This design comes from an exercise in tuning for small area, a short achievable clock period and few clock cycles per item on the open sky130 flow, not from production work. Where RTL was checked, it was by simulation tests only, not by an equivalence proof against the original.

==> flow/design.v <==
module triangle_strip_tessellator (
    input  logic        clk,
    input  logic        rst_n,
    input  logic        start,
    output logic        busy,
    input  logic [47:0] corner_bottom_left,
    input  logic [47:0] corner_bottom_right,
    input  logic [47:0] corner_top,
    input  logic [47:0] normal_left,
    input  logic [47:0] normal_right,
    input  logic [47:0] normal_top,
    input  logic        cfg_wr_en,
    input  logic [3:0]  cfg_wr_data,
    output logic        vertex_valid,
    output logic [47:0] vertex_position,
    output logic [47:0] vertex_normal,
    output logic        last_vertex
);
    localparam int R4      = 1;
    localparam int DIV_CYC = 8 / R4;
    localparam int DCW     = $clog2(DIV_CYC);
    function automatic logic [16:0] add16(input logic [15:0] a, input logic [15:0] b, input logic ci);
        logic [15:0] g, p, gg, pp, gn, pn;
        logic [16:0] c;
        g  = a & b;
        p  = a ^ b;
        gg = g;
        pp = p;
        for (int l = 1; l < 16; l = l * 2)
        begin
            gn = gg;
            pn = pp;
            for (int i = 0; i < 16; i++)
                if ((i / l) % 2 == 1)
                begin
                    gn[i] = gg[i] | (pp[i] & gg[(i / l) * l - 1]);
                    pn[i] = pp[i] & pp[(i / l) * l - 1];
                end
            gg = gn;
            pp = pn;
        end
        c[0] = ci;
        for (int i = 1; i <= 16; i++)
            c[i] = gg[i-1] | (pp[i-1] & ci);
        add16 = {c[16], p ^ c[15:0]};
    endfunction
    function automatic logic [3:0] add4(input logic [3:0] x, input logic [3:0] y);
        logic [3:0] g, p;
        logic g10, g21, p21, g20;
        g   = x & y;
        p   = x ^ y;
        g10 = g[1] | (p[1] & g[0]);
        g21 = g[2] | (p[2] & g[1]);
        p21 = p[2] & p[1];
        g20 = g21 | (p21 & g[0]);
        add4 = {p[3] ^ g20, p[2] ^ g10, p[1] ^ g[0], p[0]};
    endfunction
    function automatic logic [5:0] add6(input logic [5:0] x, input logic [5:0] y);
        logic [5:0] g, p, c;
        g    = x & y;
        p    = x ^ y;
        c[0] = 1'b0;
        c[1] = g[0];
        c[2] = g[1] | (p[1] & g[0]);
        c[3] = g[2] | (p[2] & g[1]) | (p[2] & p[1] & g[0]);
        c[4] = g[3] | (p[3] & g[2]) | (p[3] & p[2] & g[1]) | (p[3] & p[2] & p[1] & g[0]);
        c[5] = g[4] | (p[4] & g[3]) | (p[4] & p[3] & g[2]) | (p[4] & p[3] & p[2] & g[1])
             | (p[4] & p[3] & p[2] & p[1] & g[0]);
        add6 = p ^ c;
    endfunction
    function automatic logic [4:0] add5(input logic [4:0] x, input logic [4:0] y, input logic ci);
        logic [4:0] g, p, c;
        g    = x & y;
        p    = x ^ y;
        c[0] = ci;
        c[1] = g[0] | (p[0] & ci);
        c[2] = g[1] | (p[1] & g[0]) | (p[1] & p[0] & ci);
        c[3] = g[2] | (p[2] & g[1]) | (p[2] & p[1] & g[0]) | (p[2] & p[1] & p[0] & ci);
        c[4] = g[3] | (p[3] & g[2]) | (p[3] & p[2] & g[1]) | (p[3] & p[2] & p[1] & g[0])
             | (p[3] & p[2] & p[1] & p[0] & ci);
        add5 = p ^ c;
    endfunction
    logic [3:0] cfg_q;
    logic [3:0] n_sat;
    always_ff @(posedge clk or negedge rst_n)
    begin
        if (!rst_n)
            cfg_q <= 4'd1;
        else if (cfg_wr_en)
            cfg_q <= cfg_wr_data;
    end
    assign n_sat = (cfg_q == 4'd0) ? 4'd1 : (cfg_q > 4'd10) ? 4'd10 : cfg_q;
    logic           busy_q, v_q, pend_q, top_q, last_q;
    logic           sel_l_q, sel_r_q, sel_t_q;
    logic [2:0]     slot_q;
    logic [3:0]     kleft_q;
    logic           first_q, run_q, done_q, conv_q;
    logic [DCW-1:0] dcnt_q;
    logic       v_n, pend_n, top_n, last_n, busy_n;
    logic [2:0] slot_n;
    logic [3:0] kleft_n;
    logic       accept, upd_l, upd_r;
    assign accept = start && !busy_q;
    always_comb
    begin
        v_n     = v_q;
        pend_n  = pend_q;
        slot_n  = slot_q;
        top_n   = top_q;
        kleft_n = kleft_q;
        if (!busy_q)
        begin
            v_n     = start;
            pend_n  = 1'b0;
            slot_n  = 3'd0;
            top_n   = (n_sat == 4'd1);
            kleft_n = n_sat - 4'd2;
        end
        else if (pend_q)
        begin
            if (done_q)
            begin
                v_n    = 1'b1;
                pend_n = 1'b0;
            end
        end
        else if (top_q)
            slot_n = slot_q + 3'd1;
        else if (slot_q == 3'd5)
        begin
            slot_n = 3'd0;
            if (kleft_q == 4'd0)
                top_n = 1'b1;
            else
                kleft_n = kleft_q - 4'd1;
        end
        else if (slot_q == 3'd1 && !done_q)
        begin
            v_n    = 1'b0;
            pend_n = 1'b1;
            slot_n = 3'd2;
        end
        else
            slot_n = slot_q + 3'd1;
        last_n = v_n && top_n && (slot_n == 3'd2);
        busy_n = (v_n || pend_n) && !last_n;
    end
    assign upd_r = done_q && !top_q && ((v_q && slot_q == 3'd1) || pend_q);
    assign upd_l = v_q && !top_q && (slot_q == 3'd3);
    always_ff @(posedge clk or negedge rst_n)
    begin
        if (!rst_n)
        begin
            busy_q  <= 1'b0;
            v_q     <= 1'b0;
            pend_q  <= 1'b0;
            top_q   <= 1'b0;
            last_q  <= 1'b0;
            slot_q  <= 3'd0;
            kleft_q <= 4'd0;
            sel_l_q <= 1'b0;
            sel_r_q <= 1'b0;
            sel_t_q <= 1'b0;
            first_q <= 1'b0;
            run_q   <= 1'b0;
            done_q  <= 1'b0;
            conv_q  <= 1'b0;
            dcnt_q  <= '0;
        end
        else
        begin
            busy_q  <= busy_n;
            v_q     <= v_n;
            pend_q  <= pend_n;
            top_q   <= top_n;
            last_q  <= last_n;
            slot_q  <= slot_n;
            kleft_q <= kleft_n;
            sel_t_q <= top_n && (slot_n == 3'd2);
            sel_r_q <= top_n ? (slot_n == 3'd1)
                             : (slot_n == 3'd1 || slot_n == 3'd2 || slot_n == 3'd4);
            sel_l_q <= top_n ? (slot_n == 3'd0)
                             : (slot_n == 3'd0 || slot_n == 3'd3 || slot_n == 3'd5);
            first_q <= accept;
            conv_q  <= run_q && (dcnt_q == DCW'(DIV_CYC - 1));
            if (accept)
            begin
                run_q  <= 1'b0;
                done_q <= (n_sat == 4'd1);
            end
            else if (first_q)
            begin
                run_q  <= !done_q;
                dcnt_q <= '0;
            end
            else if (run_q)
            begin
                dcnt_q <= dcnt_q + DCW'(1);
                if (dcnt_q == DCW'(DIV_CYC - 1))
                begin
                    run_q  <= 1'b0;
                    done_q <= 1'b1;
                end
            end
        end
    end
    logic [15:0] pt_q  [6];      
    logic [15:0] tp_q  [3];
    logic [47:0] nl_q, nr_q, nt_q;
    logic [3:0]  n_q;
    logic [5:0]  nm1_q, nm2_q, nm3_q;    
    always_ff @(posedge clk)
    begin
        if (!busy_q)
        begin
            nl_q  <= normal_left;
            nr_q  <= normal_right;
            nt_q  <= normal_top;
            n_q   <= n_sat;
            nm1_q <= -{2'b00, n_sat};
            nm2_q <= -{1'b0, n_sat, 1'b0};
            nm3_q <= -({2'b00, n_sat} + {1'b0, n_sat, 1'b0});
        end
    end
    for (genvar l = 0; l < 3; l++)
    begin : g_tp
        always_ff @(posedge clk)
        begin
            if (!busy_q)
                tp_q[l] <= corner_top[16*l +: 16];
        end
    end
    for (genvar j = 0; j < 6; j++)
    begin : g_lane
        localparam int L = j % 3;
        logic [15:0] q_q;        
        logic [3:0]  u_q;        
        logic [3:0]  e_q;        
        logic        ng_q;       
        logic [16:0] sum;
        logic [15:0] q_it;
        logic [3:0]  u_it;
        logic [4:0]  d5;
        logic        ng;
        logic        w, cst, cst_q, upd;
        logic [3:0]  enx_q;      
        logic [3:0]  e_nx;
        assign sum = add16(pt_q[j], q_q, first_q | ~cst);
        always_comb
        begin
            logic [5:0] t, d1, d2, d3;
            q_it = q_q;
            u_it = u_q;
            for (int i = 0; i < R4; i++)
            begin
                t  = {u_it, q_it[15:14]};
                d1 = add6(t, nm1_q);
                d2 = add6(t, nm2_q);
                d3 = add6(t, nm3_q);
                if (!d3[5])
                begin
                    u_it = d3[3:0];
                    q_it = {q_it[13:0], 2'b00};
                end
                else if (!d2[5])
                begin
                    u_it = d2[3:0];
                    q_it = {q_it[13:0], 2'b01};
                end
                else if (!d1[5])
                begin
                    u_it = d1[3:0];
                    q_it = {q_it[13:0], 2'b10};
                end
                else
                begin
                    u_it = t[3:0];
                    q_it = {q_it[13:0], 2'b11};
                end
            end
        end
        assign d5   = add5({1'b0, e_q}, {1'b1, ~u_q}, 1'b1);
        assign w    = ~d5[4];
        assign e_nx = conv_q ? u_q : enx_q;
        assign cst  = conv_q ? (ng_q && (u_q != 4'd0)) : cst_q;
        always_ff @(posedge clk)
        begin
            logic nz_nx;
            nz_nx = w ? (e_q != u_q) : ((e_q != 4'd0) || (u_q != n_q));
            cst_q <= ng_q ? (w ^ nz_nx ^ (e_q != 4'd0)) : w;
            enx_q <= w ? d5[3:0] : add4(d5[3:0], n_q);
        end
        assign upd  = (j < 3) ? upd_l : upd_r;
        always_ff @(posedge clk)
        begin
            if (run_q)
            begin
                q_q <= q_it;
                u_q <= u_it;
            end
            else if (!busy_q)
                q_q <= ~corner_top[16*L +: 16];
            else if (first_q)
            begin
                q_q  <= sum[15:0];
                u_q  <= ng ? (n_q - 4'd1) : 4'd0;
            end
            else if (conv_q)
                u_q <= n_q - u_q;
        end
        assign ng = pt_q[j][15] ^ q_q[15] ^ sum[16];
        always_ff @(posedge clk)
        begin
            if (first_q)
                ng_q <= ng;
        end
        always_ff @(posedge clk)
        begin
            if (first_q)
                e_q <= 4'd0;
            else if (upd)
                e_q <= e_nx;
        end
        always_ff @(posedge clk)
        begin
            if (!busy_q)
                pt_q[j] <= (j < 3) ? corner_bottom_left[16*L +: 16]
                                   : corner_bottom_right[16*L +: 16];
            else if (upd)
                pt_q[j] <= sum[15:0];
        end
    end
    logic [47:0] pl, pr, pt;
    assign pl = {pt_q[2], pt_q[1], pt_q[0]};
    assign pr = {pt_q[5], pt_q[4], pt_q[3]};
    assign pt = {tp_q[2], tp_q[1], tp_q[0]};
    logic                v_o_q, last_o_q;
    logic [47:0]         pos_o_q, nrm_o_q;
    always_ff @(posedge clk or negedge rst_n)
    begin
        if (!rst_n)
        begin
            v_o_q    <= 1'b0;
            last_o_q <= 1'b0;
        end
        else
        begin
            v_o_q    <= v_q;
            last_o_q <= last_q;
        end
    end
    always_ff @(posedge clk)
    begin
        pos_o_q <= ({48{sel_l_q}} & pl) | ({48{sel_r_q}} & pr) | ({48{sel_t_q}} & pt);
        nrm_o_q <= ({48{sel_l_q}} & nl_q) | ({48{sel_r_q}} & nr_q) | ({48{sel_t_q}} & nt_q);
    end
    assign busy            = busy_q;
    assign vertex_valid    = v_o_q;
    assign last_vertex     = last_o_q;
    assign vertex_position = pos_o_q;
    assign vertex_normal   = nrm_o_q;
endmodule
==> flow/config.mk <==
export PLATFORM = sky130hd
export DESIGN_NAME = triangle_strip_tessellator
export DESIGN_NICKNAME = triangle_strip_tessellator
export VERILOG_FILES = /design/flow/design.v
export SDC_FILE = /design/flow/constraint.sdc
export NUM_CORES = 4
export LEC_CHECK = 0
export CAP_MARGIN = 20
export CORE_MARGIN = 2
export CORE_UTILIZATION = 40
export SETUP_SLACK_MARGIN = 3.0
export SLEW_MARGIN = 20
==> flow/constraint.sdc <==
create_clock -name core_clock -period 6.0 [get_ports {clk}]
set_input_delay 1.2000 -clock core_clock [delete_from_list [all_inputs] [get_ports {clk}]]
set_output_delay 1.2000 -clock core_clock [all_outputs]
set_load 0.01 [all_outputs]
standard.sh (not shown) runs the stock make flow with config.mk's settings and CLKGATE_MAP_FILE= SYNTH_SCRIPT=/design/flow/synth_recipe.tcl, a recipe that flattens the netlist after the stock synthesis.
==> flow/flow/run.sh <==
#!/bin/bash
# Layout: the standard flow (standard.sh, all ORFS steps), except that the
# port buffers are the smallest buffer cell instead of ORFS's default choice.
set -euo pipefail
export BUFFER_PORTS_ARGS="-buffer_cell sky130_fd_sc_hd__buf_1"
bash standard.sh > standard_flow.log 2>&1
Testbench counts at the start, summed over its fixed seeds: cycles 12,172, vertices 9,852.
Then changed:
--- a/flow/design.v
+++ b/flow/design.v
@@ -239,13 +239,11 @@
         logic        ng_q;       
         logic [16:0] sum;
         logic [15:0] q_it;
         logic [3:0]  u_it;
         logic [4:0]  d5;
-        logic        ng;
         logic        w, cst, cst_q, upd;
-        logic [3:0]  enx_q;      
         logic [3:0]  e_nx;
         assign sum = add16(pt_q[j], q_q, first_q | ~cst);
         always_comb
         begin
             logic [5:0] t, d1, d2, d3;
@@ -279,18 +277,17 @@
                 end
             end
         end
         assign d5   = add5({1'b0, e_q}, {1'b1, ~u_q}, 1'b1);
         assign w    = ~d5[4];
-        assign e_nx = conv_q ? u_q : enx_q;
+        assign e_nx = conv_q ? u_q : (w ? d5[3:0] : add4(d5[3:0], n_q));
         assign cst  = conv_q ? (ng_q && (u_q != 4'd0)) : cst_q;
         always_ff @(posedge clk)
         begin
             logic nz_nx;
             nz_nx = w ? (e_q != u_q) : ((e_q != 4'd0) || (u_q != n_q));
             cst_q <= ng_q ? (w ^ nz_nx ^ (e_q != 4'd0)) : w;
-            enx_q <= w ? d5[3:0] : add4(d5[3:0], n_q);
         end
         assign upd  = (j < 3) ? upd_l : upd_r;
         always_ff @(posedge clk)
         begin
             if (run_q)
@@ -301,21 +298,16 @@
             else if (!busy_q)
                 q_q <= ~corner_top[16*L +: 16];
             else if (first_q)
             begin
                 q_q  <= sum[15:0];
-                u_q  <= ng ? (n_q - 4'd1) : 4'd0;
+                ng_q <= pt_q[j][15] ^ q_q[15] ^ sum[16];
+                u_q  <= (pt_q[j][15] ^ q_q[15] ^ sum[16]) ? (n_q - 4'd1) : 4'd0;
             end
             else if (conv_q)
                 u_q <= n_q - u_q;
         end
-        assign ng = pt_q[j][15] ^ q_q[15] ^ sum[16];
-        always_ff @(posedge clk)
-        begin
-            if (first_q)
-                ng_q <= ng;
-        end
         always_ff @(posedge clk)
         begin
             if (first_q)
                 e_q <= 4'd0;
             else if (upd)
- The changed run completed without violations
- worst setup slack is worse by 0.068 ns
- sequential cell count is lower by 24
- wire length is higher by a few percent
- cell area stays flat
- cell count is higher slightly
- utilization barely changes
The RTL of the second run of this note was laid out without a check of its function.

## afterwards: timing with drivers on the ports
In the flow no input, the clock included, has a driving cell. The finished layouts below were timed again as built, in two steps. Step 1: set_driving_cell puts a clkbuf_16 on clk and a buf_2 on each other input, an assumption about the parent block. Step 2 times the ports against the registers' clock, not the clock port: input delays grow and output delays shrink by t, the midpoint of the rising clock arrivals with the driver on. Slacks: ideal ports / drivers / drivers and shift; pairs: ideal ports / drivers.
| run | t (ns) | setup WS [ns] | latest minus earliest clock arrival (ns) | worst data-port slew with drivers (ns) |
|---|---|---|---|---|
| the first run | 0.676 | 2.993 / 2.993 / 2.993 | 0.037 / 0.037 | 0.16 |
| the second run | 0.683 | 2.925 / 2.925 / 2.925 | 0.029 / 0.028 | 0.10 |
After both steps every run listed still meets setup and hold.
